This is an optimization exercise on Yosys and OpenROAD, whose aim is small area, a short achievable clock period and few clock cycles per item, not a production implementation.
Function was checked by simulation only, so behaviour that the tests miss may differ from the original.

==> onyx <==
==> flow/design.v (excerpt) <==
module rational_fraction_alu (
    input  logic        clk,
    input  logic        rst_n,
    input  logic        in_valid,
    output logic        in_stall,
    input  logic [2:0]  in_op,
    input  logic [15:0] in_num_a,
    input  logic [15:0] in_den_a,
    input  logic [15:0] in_num_b,
    input  logic [15:0] in_den_b,
    output logic        out_valid,
    input  logic        out_stall,
    output logic [32:0] out_num,
    output logic [30:0] out_den,
    output logic        out_less,
    output logic        out_equal,
    output logic        out_fault
);
Settings: LEC_CHECK=0, CAP_MARGIN=20, CORE_MARGIN=2, CORE_UTILIZATION=40, PLACE_DENSITY=0.6, SETUP_SLACK_MARGIN=5, SLEW_MARGIN=20; clock period 10.0 ns.
run.sh (not shown) runs the stock make flow with config.mk's settings and CLKGATE_MAP_FILE= SYNTH_SCRIPT=/design/flow/synth_recipe.tcl, a recipe that flattens the netlist after the stock synthesis.
==> cedar: changes against onyx <==
--- a/flow/design.v
+++ b/flow/design.v
@@ -25,34 +25,35 @@
     output logic              in_stall,
     output logic              out_valid,
     input  logic              out_stall,
     input  logic              is_fault,
     input  logic              is_cmp,
     input  logic              is_muldiv,
     input  logic              gcd_done,
     output rfa_pkg::state_t   state,
-    output logic              slot_free
+    output logic              slot_free,
+    output logic              take
 );
     localparam rfa_pkg::state_t S_IDLE = rfa_pkg::S_IDLE;
     localparam rfa_pkg::state_t S_MUL1 = rfa_pkg::S_MUL1;
     localparam rfa_pkg::state_t S_MUL2 = rfa_pkg::S_MUL2;
     localparam rfa_pkg::state_t S_MUL3 = rfa_pkg::S_MUL3;
     localparam rfa_pkg::state_t S_MUL4 = rfa_pkg::S_MUL4;
     localparam rfa_pkg::state_t S_GCD  = rfa_pkg::S_GCD;
     rfa_pkg::state_t state_reg, state_next;
-    logic            ov_reg, finish;
+    logic            ov_reg, finish, can_take;
     assign slot_free = !ov_reg || !out_stall;
     always_comb
     begin
         state_next = state_reg;
         finish     = 1'b0;
         unique case (state_reg)
             S_IDLE:
-                if (in_valid) state_next = S_MUL1;
+                state_next = S_IDLE;
             S_MUL1:
                 if (slot_free)
                 begin
                     if (is_fault)
                     begin
                         finish     = 1'b1;
                         state_next = S_IDLE;
                     end
@@ -79,16 +80,20 @@
                 if (gcd_done)
                 begin
                     finish     = 1'b1;
                     state_next = S_IDLE;
                 end
             default:
                 state_next = S_IDLE;
         endcase
+        can_take = (state_reg == S_IDLE) || (finish && state_reg != S_MUL1);
+        take     = in_valid && can_take;
+        if (take)
+            state_next = S_MUL1;
     end
     always_ff @(posedge clk or negedge rst_n)
     begin
         if (!rst_n)
         begin
             state_reg <= S_IDLE;
             ov_reg    <= 1'b0;
         end
@@ -97,23 +102,24 @@
             state_reg <= state_next;
             if (finish)
                 ov_reg <= 1'b1;
             else if (!out_stall)
                 ov_reg <= 1'b0;
         end
     end
     assign state     = state_reg;
-    assign in_stall  = (state_reg != S_IDLE);
+    assign in_stall  = !can_take;
     assign out_valid = ov_reg;
 endmodule
 module rfa_datapath (
     input  logic                 clk,
     input  rfa_pkg::state_t      state,
     input  logic                 slot_free,
+    input  logic                 take,
     input  logic [2:0]           in_op,
     input  logic [15:0]          in_num_a,
     input  logic [15:0]          in_den_a,
     input  logic [15:0]          in_num_b,
     input  logic [15:0]          in_den_b,
     output logic                 is_fault,
     output logic                 is_cmp,
     output logic                 is_muldiv,
@@ -149,62 +155,69 @@
     logic [31:0]      m10;
     logic [30:0]      m11;
     logic             less_r, equal_r, flt_r;
     logic [15:0]      mx, my;
     logic             sgn_d;
     logic [NUM_W-1:0] ps, pc;
     logic             selx_r;
     logic             selx_n, sely_n, mneg_n;
-    logic [15:0]      y_n;
     logic [7:0]       b_one_n, b_two_n, b_neg_n, b_one_r, b_two_r, b_neg_r;
     always_comb
     begin
         sgn_d = sda_r ^ sdb_r;
         mx    = selx_r ? m10[31:16] : u[15:0];
         selx_n = 1'b1;
         sely_n = 1'b0;
         mneg_n = sgn_d;
-        if (state == S_IDLE)
+        if (take)
         begin
             selx_n = 1'b0;
             sely_n = (in_op == OP_MUL);
             if (in_op == OP_MUL)
                 mneg_n = in_num_a[15] ^ in_num_b[15];
             else if (in_op == OP_DIV)
                 mneg_n = in_num_a[15] ^ in_den_b[15];
             else
                 mneg_n = in_den_a[15] ^ in_den_b[15];
         end
         else if (state == S_MUL1 && !mul_r)
         begin
             sely_n = 1'b1;
             mneg_n = div_r ? (sda_r ^ snb_r) : (sgn_d ^ !(sub_r || cmp_r));
         end
     end
-    always_comb
-    begin
-        if (state == S_IDLE)
-            y_n = (in_op == OP_MUL) ? in_num_b : in_den_b;
-        else
-            y_n = sely_n ? u[31:16] : m10[15:0];
+    logic [15:0] y_in, y_held;
+    logic [7:0]  in_one, in_two, in_b2, hd_one, hd_two, hd_b2;
+    logic        in_neg;
+    function automatic logic [23:0] booth_enc(input logic [15:0] y);
+        logic [16:0] ye;
+        ye = {y, 1'b0};
         for (int i = 0; i < 8; i++)
         begin
-            logic b2, b1, b0;
-            b2 = y_n[2*i+1];
-            b1 = y_n[2*i];
-            b0 = (i == 0) ? 1'b0 : y_n[2*i-1];
-            b_one_n[i] = b1 ^ b0;
-            b_two_n[i] = (b2 & !b1 & !b0) | (!b2 & b1 & b0);
-            b_neg_n[i] = b2 ^ mneg_n;
+            booth_enc[i]      = ye[2*i+1] ^ ye[2*i];
+            booth_enc[8 + i]  = (ye[2*i+2] & !ye[2*i+1] & !ye[2*i])
+                                | (!ye[2*i+2] & ye[2*i+1] & ye[2*i]);
+            booth_enc[16 + i] = ye[2*i+2];
         end
+    endfunction
+    always_comb
+    begin
+        y_in   = (in_op == OP_MUL) ? in_num_b : in_den_b;
+        y_held = sely_n ? u[31:16] : m10[15:0];
+        {in_b2, in_two, in_one} = booth_enc(y_in);
+        {hd_b2, hd_two, hd_one} = booth_enc(y_held);
+        in_neg  = mneg_n;
+        b_one_n = take ? in_one : hd_one;
+        b_two_n = take ? in_two : hd_two;
+        b_neg_n = (take ? in_b2 : hd_b2) ^ {8{mneg_n}};
     end
     always_ff @(posedge clk)
     begin
-        if (state == S_IDLE || (state == S_MUL1 && slot_free) || state == S_MUL2)
+        if (take || (state == S_MUL1 && slot_free) || state == S_MUL2)
         begin
             selx_r  <= selx_n;
             b_one_r <= b_one_n;
             b_two_r <= b_two_n;
             b_neg_r <= b_neg_n;
         end
     end
     rfa_booth_mul u_mul (
@@ -217,22 +230,26 @@
     );
     logic             comb_mode, ue, ve;
     always_ff @(posedge clk)
         comb_mode <= (state == S_MUL3) && !muldiv_r;
     logic [U_W:0]     d_uv, d_vu;
     logic [NUM_W-1:0] sum0;
     logic [30:0]      sum1;
     logic             u_ge_v, u_eq_v, u_zero;
+    rfa_sub2 #(.W(U_W + 1)) u_sub (
+        .a    ({ue, u}),
+        .b    ({ve, v}),
+        .d_ab (d_uv),
+        .d_ba (d_vu)
+    );
     always_comb
     begin
         ue     = comb_mode & u[U_W-1];
         ve     = comb_mode & v[V_W-1];
-        d_uv   = {ue, u} - {ve, v};
-        d_vu   = {ve, v} - {ue, u};
         u_ge_v = !d_uv[U_W];
         u_eq_v = (u == v);
         u_zero = (u == '0);
         sum0   = m00 + m01;
         sum1   = m10[30:0] + m11;
     end
     logic             u_odd, v_odd, both_even, u_even, v_even, sub_u, sub_v;
     logic [SH:0]      t_low;
@@ -251,17 +268,17 @@
     begin
         u_odd     = u[0];
         v_odd     = v[0];
         both_even = !u_odd && !v_odd && !comb_mode;
         u_even    = !u_odd && v_odd && !comb_mode;
         v_even    = u_odd && !v_odd && !comb_mode;
         sub_u     = (u_odd && v_odd || comb_mode) && u_ge_v;
         sub_v     = (u_odd && v_odd || comb_mode) && !u_ge_v;
-        t_low     = u[SH:0] - v[SH:0];
+        t_low     = d_uv[SH:0];
         sh_u      = tz(u[SH:0]);
         sh_v      = tz(v[SH:0]);
         sh_t      = comb_mode ? '0 : tz(t_low);
         sh_c      = (sh_u < sh_v) ? sh_u : sh_v;
         shu = both_even ? sh_c : u_even ? sh_u : sub_u ? sh_t : '0;
         shv = both_even ? sh_c : v_even ? sh_v : sub_v ? sh_t : '0;
         sh0 = u_even ? sh_u : sub_u ? sh_t : '0;
         sh1 = v_even ? sh_v : sub_v ? sh_t : '0;
@@ -292,31 +309,16 @@
         endcase
         arith  = !fault_r && !cmp_r;
         neg_md = sna_r ^ snb_r ^ sda_r ^ sdb_r;
         x_in_v = comb_mode && !u_ge_v && arith;
     end
     always_ff @(posedge clk)
     begin
         unique case (state)
-            S_IDLE:
-            begin
-                fault_r  <= fault_in;
-                cmp_r    <= (in_op == OP_CMP);
-                muldiv_r <= (in_op == OP_MUL) || (in_op == OP_DIV);
-                mul_r    <= (in_op == OP_MUL);
-                div_r    <= (in_op == OP_DIV);
-                sub_r    <= (in_op == OP_SUB);
-                sna_r    <= in_num_a[15];
-                sda_r    <= in_den_a[15];
-                snb_r    <= in_num_b[15];
-                sdb_r    <= in_den_b[15];
-                u        <= {in_num_b, in_num_a};
-                m10      <= {in_den_a, in_den_b};
-            end
             S_MUL1:
             begin
                 if (slot_free)
                 begin
                     m00 <= ps;
                     m01 <= pc;
                 end
             end
@@ -347,22 +349,38 @@
                 m11 <= m11_step;
             end
             default: ;
         endcase
         if (init_m)
         begin
             m00     <= (!arith || x_in_v) ? '0 : ((muldiv_r && neg_md) ? '1 : NUM_W'(1));
             m01     <= x_in_v ? '1 : '0;
-            m10     <= 32'(x_in_v);
             m11     <= 31'(arith && !x_in_v);
             less_r  <= !fault_r && cmp_r && d_uv[U_W];
             equal_r <= !fault_r && cmp_r && u_eq_v;
             flt_r   <= fault_r;
         end
+        if (init_m && state != S_MUL1)
+            m10 <= 32'(x_in_v);
+        if (take)
+        begin
+            fault_r  <= fault_in;
+            cmp_r    <= (in_op == OP_CMP);
+            muldiv_r <= (in_op == OP_MUL) || (in_op == OP_DIV);
+            mul_r    <= (in_op == OP_MUL);
+            div_r    <= (in_op == OP_DIV);
+            sub_r    <= (in_op == OP_SUB);
+            sna_r    <= in_num_a[15];
+            sda_r    <= in_den_a[15];
+            snb_r    <= in_num_b[15];
+            sdb_r    <= in_den_b[15];
+            u        <= {in_num_b, in_num_a};
+            m10      <= {in_den_a, in_den_b};
+        end
     end
     assign is_fault  = fault_r;
     assign is_cmp    = cmp_r;
     assign is_muldiv = muldiv_r;
     assign out_num   = m01;
     assign out_den   = m11;
     assign out_less  = less_r;
     assign out_equal = equal_r;
@@ -414,16 +432,53 @@
     assign d0 = fa_c(a0, b0, a1);
     assign c1 = fa_s(b1, a2, b2);
     assign d1 = fa_c(b1, a2, b2);
     assign e0 = fa_s(c0, d0, c1);
     assign f0 = fa_c(c0, d0, c1);
     assign s  = fa_s(e0, f0, d1);
     assign c  = fa_c(e0, f0, d1);
 endmodule
+module rfa_sub2 #(
+    parameter int W = 33
+) (
+    input  logic [W-1:0] a,
+    input  logic [W-1:0] b,
+    output logic [W-1:0] d_ab,
+    output logic [W-1:0] d_ba
+);
+    localparam int L = $clog2(W);
+    logic [W-1:0] g [0:L];
+    logic [W-1:0] p [0:L];
+    logic [W-1:0] p0;
+    assign p0   = a ^ ~b;
+    assign g[0] = a & ~b;
+    assign p[0] = p0;
+    for (genvar l = 0; l < L; l++)
+    begin : g_lvl
+        for (genvar i = 0; i < W; i++)
+        begin : g_bit
+            if (i >= (1 << l))
+            begin : g_node
+                assign g[l+1][i] = g[l][i] | (p[l][i] & g[l][i-(1<<l)]);
+                assign p[l+1][i] = p[l][i] & p[l][i-(1<<l)];
+            end
+            else
+            begin : g_pass
+                assign g[l+1][i] = g[l][i];
+                assign p[l+1][i] = p[l][i];
+            end
+        end
+    end
+    logic [W-1:0] c0, c1;
+    assign c0 = {g[L][W-2:0], 1'b0};
+    assign c1 = {g[L][W-2:0] | p[L][W-2:0], 1'b1};
+    assign d_ab = p0 ^ c1;
+    assign d_ba = ~(p0 ^ c0);
+endmodule
 module rational_fraction_alu (
     input  logic        clk,
     input  logic        rst_n,
     input  logic        in_valid,
     output logic        in_stall,
     input  logic [2:0]  in_op,
     input  logic [15:0] in_num_a,
     input  logic [15:0] in_den_a,
@@ -433,36 +488,38 @@
     input  logic        out_stall,
     output logic [32:0] out_num,
     output logic [30:0] out_den,
     output logic        out_less,
     output logic        out_equal,
     output logic        out_fault
 );
     rfa_pkg::state_t state;
-    logic            slot_free;
+    logic            slot_free, take;
     logic            is_fault, is_cmp, is_muldiv, gcd_done;
     rfa_ctrl u_ctrl (
         .clk       (clk),
         .rst_n     (rst_n),
         .in_valid  (in_valid),
         .in_stall  (in_stall),
         .out_valid (out_valid),
         .out_stall (out_stall),
         .is_fault  (is_fault),
         .is_cmp    (is_cmp),
         .is_muldiv (is_muldiv),
         .gcd_done  (gcd_done),
         .state     (state),
-        .slot_free (slot_free)
+        .slot_free (slot_free),
+        .take      (take)
     );
     rfa_datapath u_datapath (
         .clk       (clk),
         .state     (state),
         .slot_free (slot_free),
+        .take      (take),
         .in_op     (in_op),
         .in_num_a  (in_num_a),
         .in_den_a  (in_den_a),
         .in_num_b  (in_num_b),
         .in_den_b  (in_den_b),
         .is_fault  (is_fault),
         .is_cmp    (is_cmp),
         .is_muldiv (is_muldiv),
==> flow/flow/run.sh (new file) <==
#!/bin/bash
export SETUP_SLACK_MARGIN=5.8
bash standard.sh > standard.log 2>&1
==> flow/standard.sh (new file) <==
#!/bin/bash
# synth_recipe.tcl (not shown) runs the flow's synth.tcl, then flattens the netlist and writes it again
# the make line also repeats each setting of config.mk as NAME=value (left out here)
make -C /OpenROAD-flow-scripts/flow DESIGN_CONFIG=/design/flow/config.mk WORK_HOME=/design/flow/orfs CLKGATE_MAP_FILE= SYNTH_SCRIPT=/design/flow/synth_recipe.tcl "${@:-finish}"
Settings changed: CORE_UTILIZATION 40 to 50, PLACE_DENSITY 0.6 to 0.65, SETUP_SLACK_MARGIN 5 to not set.
removed: flow/run.sh
==> results.py <==
metrics = {
    "outcome": {
        "status": "complete, no violations",
    },
    "logic_synthesis": {
        "synthSimpleGateAreaFrac_pct": 12.69,
        "ys_seq_area_share_pct": 21.39,
        "synth_edf_count": 200,
    },
    "grt": {
        "grtUsageMet2_pct": 50.15,
        "grt_pass1_vias": 29889,
        "grt_use_met3_pct": 5.712,
    },
    "detailed_routing": {
        "met3_length_mm": 15.85,
        "avgRoutedWirePerCell_um": 28.67,
    },
    "finish": {
        "nNonClkBuffers": 223,
        "diodes": 0,
    },
    "placement": {
        "post-place-cells": 4680,
        "gp_congestion": 1.034,
    },
    "die": {
        "die_h_um": 284.8,
    },
    "timing": {
        "slew_headroom_pct": 13.82,
        "skew_ps": 34.47,
    },
    "setup_path": {
        "cp-endpoint": "u_datapath.v[12]$_DFFE_PP_",
        "crit_start": "u_datapath.u[29]$_DFFE_PP_",
        "path_class": "reg2reg",
    },
}
# the run above: onyx

==> results.py <==
metrics = {
    "timing": {
        "maxSlewViolCount": 7,
        "slew_headroom_pct": -6.529,
        "skew_ps": 32.98,
    },
    "detailed_routing": {
        "avgRoutedWirePerCell_um": 32.47,
        "met3_length_mm": 20.80,
    },
    "logic_synthesis": {
        "synthSimpleGateAreaFrac_pct": 12.41,
        "ys_seq_area_share_pct": 22.95,
    },
    "placement": {
        "gp_congestion": 1.028,
        "post-place-cells": 4223,
    },
    "outcome": {
        "check.faults": "capacitance limit, slew limit",
        "status": "finished with violations",
    },
    "setup_path": {
        "cp-endpoint": "in_stall",
        "path_class": "reg2out",
    },
    "grt": {
        "grtUsageMet2_pct": 63.02,
        "grt_use_met3_pct": 13.07,
    },
    "die": {
        "die_h_um": 252.0,
    },
    "flow_run": {
        "maxCapViolations": 1,
    },
    "finish": {
        "diodes": 7,
    },
}
# the run above: cedar

Testbench counts of onyx, summed over its fixed seeds: cycles 75,733, items 4,800.
Testbench counts of cedar, summed over its fixed seeds: cycles 70,941, items 4,800.

==> re-timing with driven ports <==
The results above use ideal ports. As a check the final layouts listed here were re-extracted and re-timed, cells and wires unchanged. Step 1 sets driving cells, clkbuf_16 on the clock port and buf_2 on the other inputs (assumed; they add their load-dependent delay and slew). Step 2 moves the port delays by t, midway between the first and last clock arrival at a register: inputs arrive t later, outputs are due t later. That takes back most of the time a late clock gives input paths. Three values: ideal, step 1, step 2; two values: the first two.
run | t (ns) | setup slack, ns | slew at the worst register clock pin (ns)
onyx | 0.697 | 4.958 / 4.958 / 4.446 | 0.07 / 0.07
cedar | 0.639 | 5.094 / 5.029 / 5.313 | 0.07 / 0.07
The setup slack of onyx, which loses most, moves by 0.000 ns with the drivers and by -0.512 ns with both steps.
